Context: an optimization exercise on an open-source flow, tuned for small area and a short achievable clock period. The choices shown serve that exercise and are no tape-out recipe.
Power and IR drop assume default switching activity.

==> flow/design.v (excerpt) <==
module cpu_top (
	input  logic                i_clk,
	input  logic                i_rst_n,
	input  cpu_pkg::instr_t     i_instr,
	output cpu_pkg::pc_t        o_pc,
	output logic                o_dmem_we,
	output cpu_pkg::dmem_addr_t o_dmem_addr,
	output cpu_pkg::word_t      o_dmem_wdata,
	output cpu_pkg::status_t    o_status
);
	logic is_r, is_addi, is_sw, is_lw, is_j, is_jal, is_jr, is_bne, is_blt, is_setx;
	logic b_is_rt, b_is_rd, reg_we, ovf_chk;
	cpu_pkg::reg_idx_t rd;
	cpu_pkg::reg_idx_t rs;
	cpu_pkg::reg_idx_t rt;
	cpu_pkg::word_t    imm;
	cpu_pkg::word_t rdata_a;
	cpu_pkg::word_t rdata_a2;
	cpu_pkg::word_t rdata_b2;
	cpu_pkg::word_t rdata_b;
	cpu_pkg::word_t alu_result;
	cpu_pkg::word_t mem_rdata;
	cpu_pkg::word_t wb_data;
	cpu_pkg::pc_t   pc_plus_one;
	cpu_pkg::dmem_addr_t mem_addr;
	cpu_pkg::dmem_addr_t load_addr;
	cpu_pkg::status_t status_q;
	logic alu_ovf, alu_ne, alu_lt;
	assign rd  = i_instr[26:22];
	assign rs  = i_instr[21:17];
	assign rt  = i_instr[16:12];
	assign imm = {{(32-17){i_instr[17-1]}}, i_instr[17-1:0]};
	instr_decoder decoder_i (
		.i_instr     (i_instr),
		.ctl_is_r    (is_r),
		.ctl_is_addi (is_addi),
		.ctl_is_sw   (is_sw),
		.ctl_is_lw   (is_lw),
		.ctl_is_j    (is_j),
		.ctl_is_jal  (is_jal),
		.ctl_is_jr   (is_jr),
		.ctl_is_bne  (is_bne),
		.ctl_is_blt  (is_blt),
		.ctl_is_setx (is_setx),
		.ctl_b_is_rt (b_is_rt),
		.ctl_b_is_rd (b_is_rd),
  ...
Settings: LEC_CHECK=0, CAP_MARGIN=20, CORE_MARGIN=2, CORE_UTILIZATION=60, PLACE_DENSITY=0.7, SETUP_SLACK_MARGIN=5, SLEW_MARGIN=20, SYNTH_HIERARCHICAL=1, SYNTH_MEMORY_MAX_BITS=16384, SYNTH_MINIMUM_KEEP_SIZE=0; clock period 16.0 ns.
standard.sh (not shown) runs the stock make flow with config.mk's settings and CLKGATE_MAP_FILE= SYNTH_SCRIPT=/design/flow/synth_recipe.tcl, a recipe that flattens the netlist after the stock synthesis.
==> flow/flow/run.sh <==
#!/bin/bash
# The standard layout with these changes: synthesis sees a strong driver
# and a light load on each module port, so it leaves cells at their smallest
# size; resizing may change a cell's footprint; port buffers are buf_4; timing
# repair aims at a larger setup margin; the clock tree uses clkbuf_8 without
# dummy loads.
set -euo pipefail
bash standard.sh \
  ABC_LOAD_IN_FF=1 \
  ABC_DRIVER_CELL=sky130_fd_sc_hd__buf_4 \
  MATCH_CELL_FOOTPRINT=0 \
  SETUP_SLACK_MARGIN=8 \
  TNS_END_PERCENT=20 \
  BUFFER_PORTS_ARGS="-buffer_cell sky130_fd_sc_hd__buf_4" \
  CTS_ARGS="-sink_clustering_enable -repair_clock_nets -dont_use_dummy_load -buf_list sky130_fd_sc_hd__clkbuf_8 -sink_clustering_size 16 -sink_clustering_max_diameter 70" \
  finish > make.log 2>&1
Then changed:
--- a/flow/flow/run.sh
+++ b/flow/flow/run.sh
@@ -4 +4 @@
-# size; resizing may change a cell's footprint; port buffers are buf_4; timing
+# size; resizing may change a cell's footprint; port buffers are buf_2; timing
@@ -12 +12 @@
-  SETUP_SLACK_MARGIN=8 \
+  SETUP_SLACK_MARGIN=7 \
@@ -14 +14 @@
-  BUFFER_PORTS_ARGS="-buffer_cell sky130_fd_sc_hd__buf_4" \
+  BUFFER_PORTS_ARGS="-buffer_cell sky130_fd_sc_hd__buf_2" \
- CAP_MARGIN: 20 -> 10
- SLEW_MARGIN: 20 -> 10
=> The changed run completed with no timing, DRC or antenna violations. Design area goes down by 2.5%. Global-route usage decreases by 1.7 points. Via count falls by 2.1%. Wire length came out lower by about 3.4%.
No functional check of the RTL was part of any run of this note.

========
== run a ==
Another version of the RTL of cpu_top (not shown whole).
Size in the first run: about 110 I/O pins.
export LEC_CHECK = 0
export CAP_MARGIN = 20
export CORE_MARGIN = 2
export CORE_UTILIZATION = 60
export PLACE_DENSITY = 0.85
export SETUP_SLACK_MARGIN = 5
export SLEW_MARGIN = 20
export SYNTH_HIERARCHICAL = 1
export SYNTH_MEMORY_MAX_BITS = 16384
export SYNTH_MINIMUM_KEEP_SIZE = 0
create_clock -name core_clock -period 16.0 [get_ports {i_clk}]
==> flow/flow/run.sh <==
#!/bin/bash
# The standard layout with these changes: synthesis sees a strong driver
# and a light load on each module port, so it leaves cells at their smallest
# size; resizing may change a cell's footprint; port buffers are buf_4; timing
# repair aims at a larger setup margin; the clock tree uses clkbuf_8 without
# dummy loads.
set -euo pipefail
bash standard.sh \
  ABC_LOAD_IN_FF=1 \
  ABC_DRIVER_CELL=sky130_fd_sc_hd__buf_4 \
  MATCH_CELL_FOOTPRINT=0 \
  SETUP_SLACK_MARGIN=7 \
  TNS_END_PERCENT=20 \
  BUFFER_PORTS_ARGS="-buffer_cell sky130_fd_sc_hd__buf_4" \
  CTS_ARGS="-sink_clustering_enable -repair_clock_nets -dont_use_dummy_load -buf_list sky130_fd_sc_hd__clkbuf_8 -sink_clustering_size 16 -sink_clustering_max_diameter 70" \
  finish > make.log 2>&1
#### Input delta (run b over run a)
diff --git a/flow/flow/run.sh b/flow/flow/run.sh
--- a/flow/flow/run.sh
+++ b/flow/flow/run.sh
@@ -12 +12 @@
-  SETUP_SLACK_MARGIN=7 \
+  SETUP_SLACK_MARGIN=8 \
diff --git a/flow/config.mk b/flow/config.mk
--- a/flow/config.mk
+++ b/flow/config.mk
@@ -11 +11 @@
-export PLACE_DENSITY = 0.85
+export PLACE_DENSITY = 0.7
==> notes.md <==
- Run b | stages: all done | timing, DRC, antenna: all pass
- A slowest cell on the critical path of sky130_fd_sc_hd__nand4_1 is what run a shows, while sky130_fd_sc_hd__nor2_1 belongs to run b.
- The fraction of layout instances using a drive strength above 1 of run b is higher than that of run a.
- Between run a and run b, the share of power burned in combinational logic does not differ in any meaningful way.
- Clock-buffer cell count sits lower in run b than in run a.
- Compared run b vs run a, and maximum cell stage delay along the critical path is up in run b.
Function was not checked in any run of this note: the RTL went through the layout flow alone.

static timing again, ports no longer ideal:
How much do the figures lean on ideal ports? The routed layouts below were timed once more, with nothing changed but the port constraints. Step 1: set_driving_cell puts a clkbuf_16 on i_clk and a buf_2 on each other input, an assumption about the parent block. Step 2 adds t to the input delays and takes it off the output delays; t is the mean of the earliest and latest rising clock arrival at the registers after step 1. Input paths then give back, and output paths get back, about the clock's delay inside the block. Three values: ideal, step 1, step 2; two values: the first two.
| run | shift t [ns] | setup WS [ns] | hold slack, ns | latest minus earliest clock arrival (ns) | worst slew at a driven data input, ns |
|---|---|---|---|---|---|
| the first run of note 1 | 1.103 | 6.421 / 6.369 / 5.558 | 0.476 / 0.476 / 0.476 | 0.183 / 0.183 | 0.08 |
| the second run of note 1 | 1.115 | 6.388 / 6.290 / 5.468 | 0.471 / 0.471 / 0.471 | 0.185 / 0.184 | 0.21 |
| run a | 1.116 | 6.673 / 6.599 / 6.378 | 0.485 / 0.485 / 0.485 | 0.177 / 0.176 | 0.21 |
| run b | 1.114 | 6.797 / 6.670 / 6.480 | 0.476 / 0.476 / 0.476 | 0.166 / 0.166 | 0.19 |
After both steps every run listed still meets setup and hold. The setup slack of the second run of note 1, which loses most, moves by -0.098 ns with the drivers and by -0.920 ns with both steps.
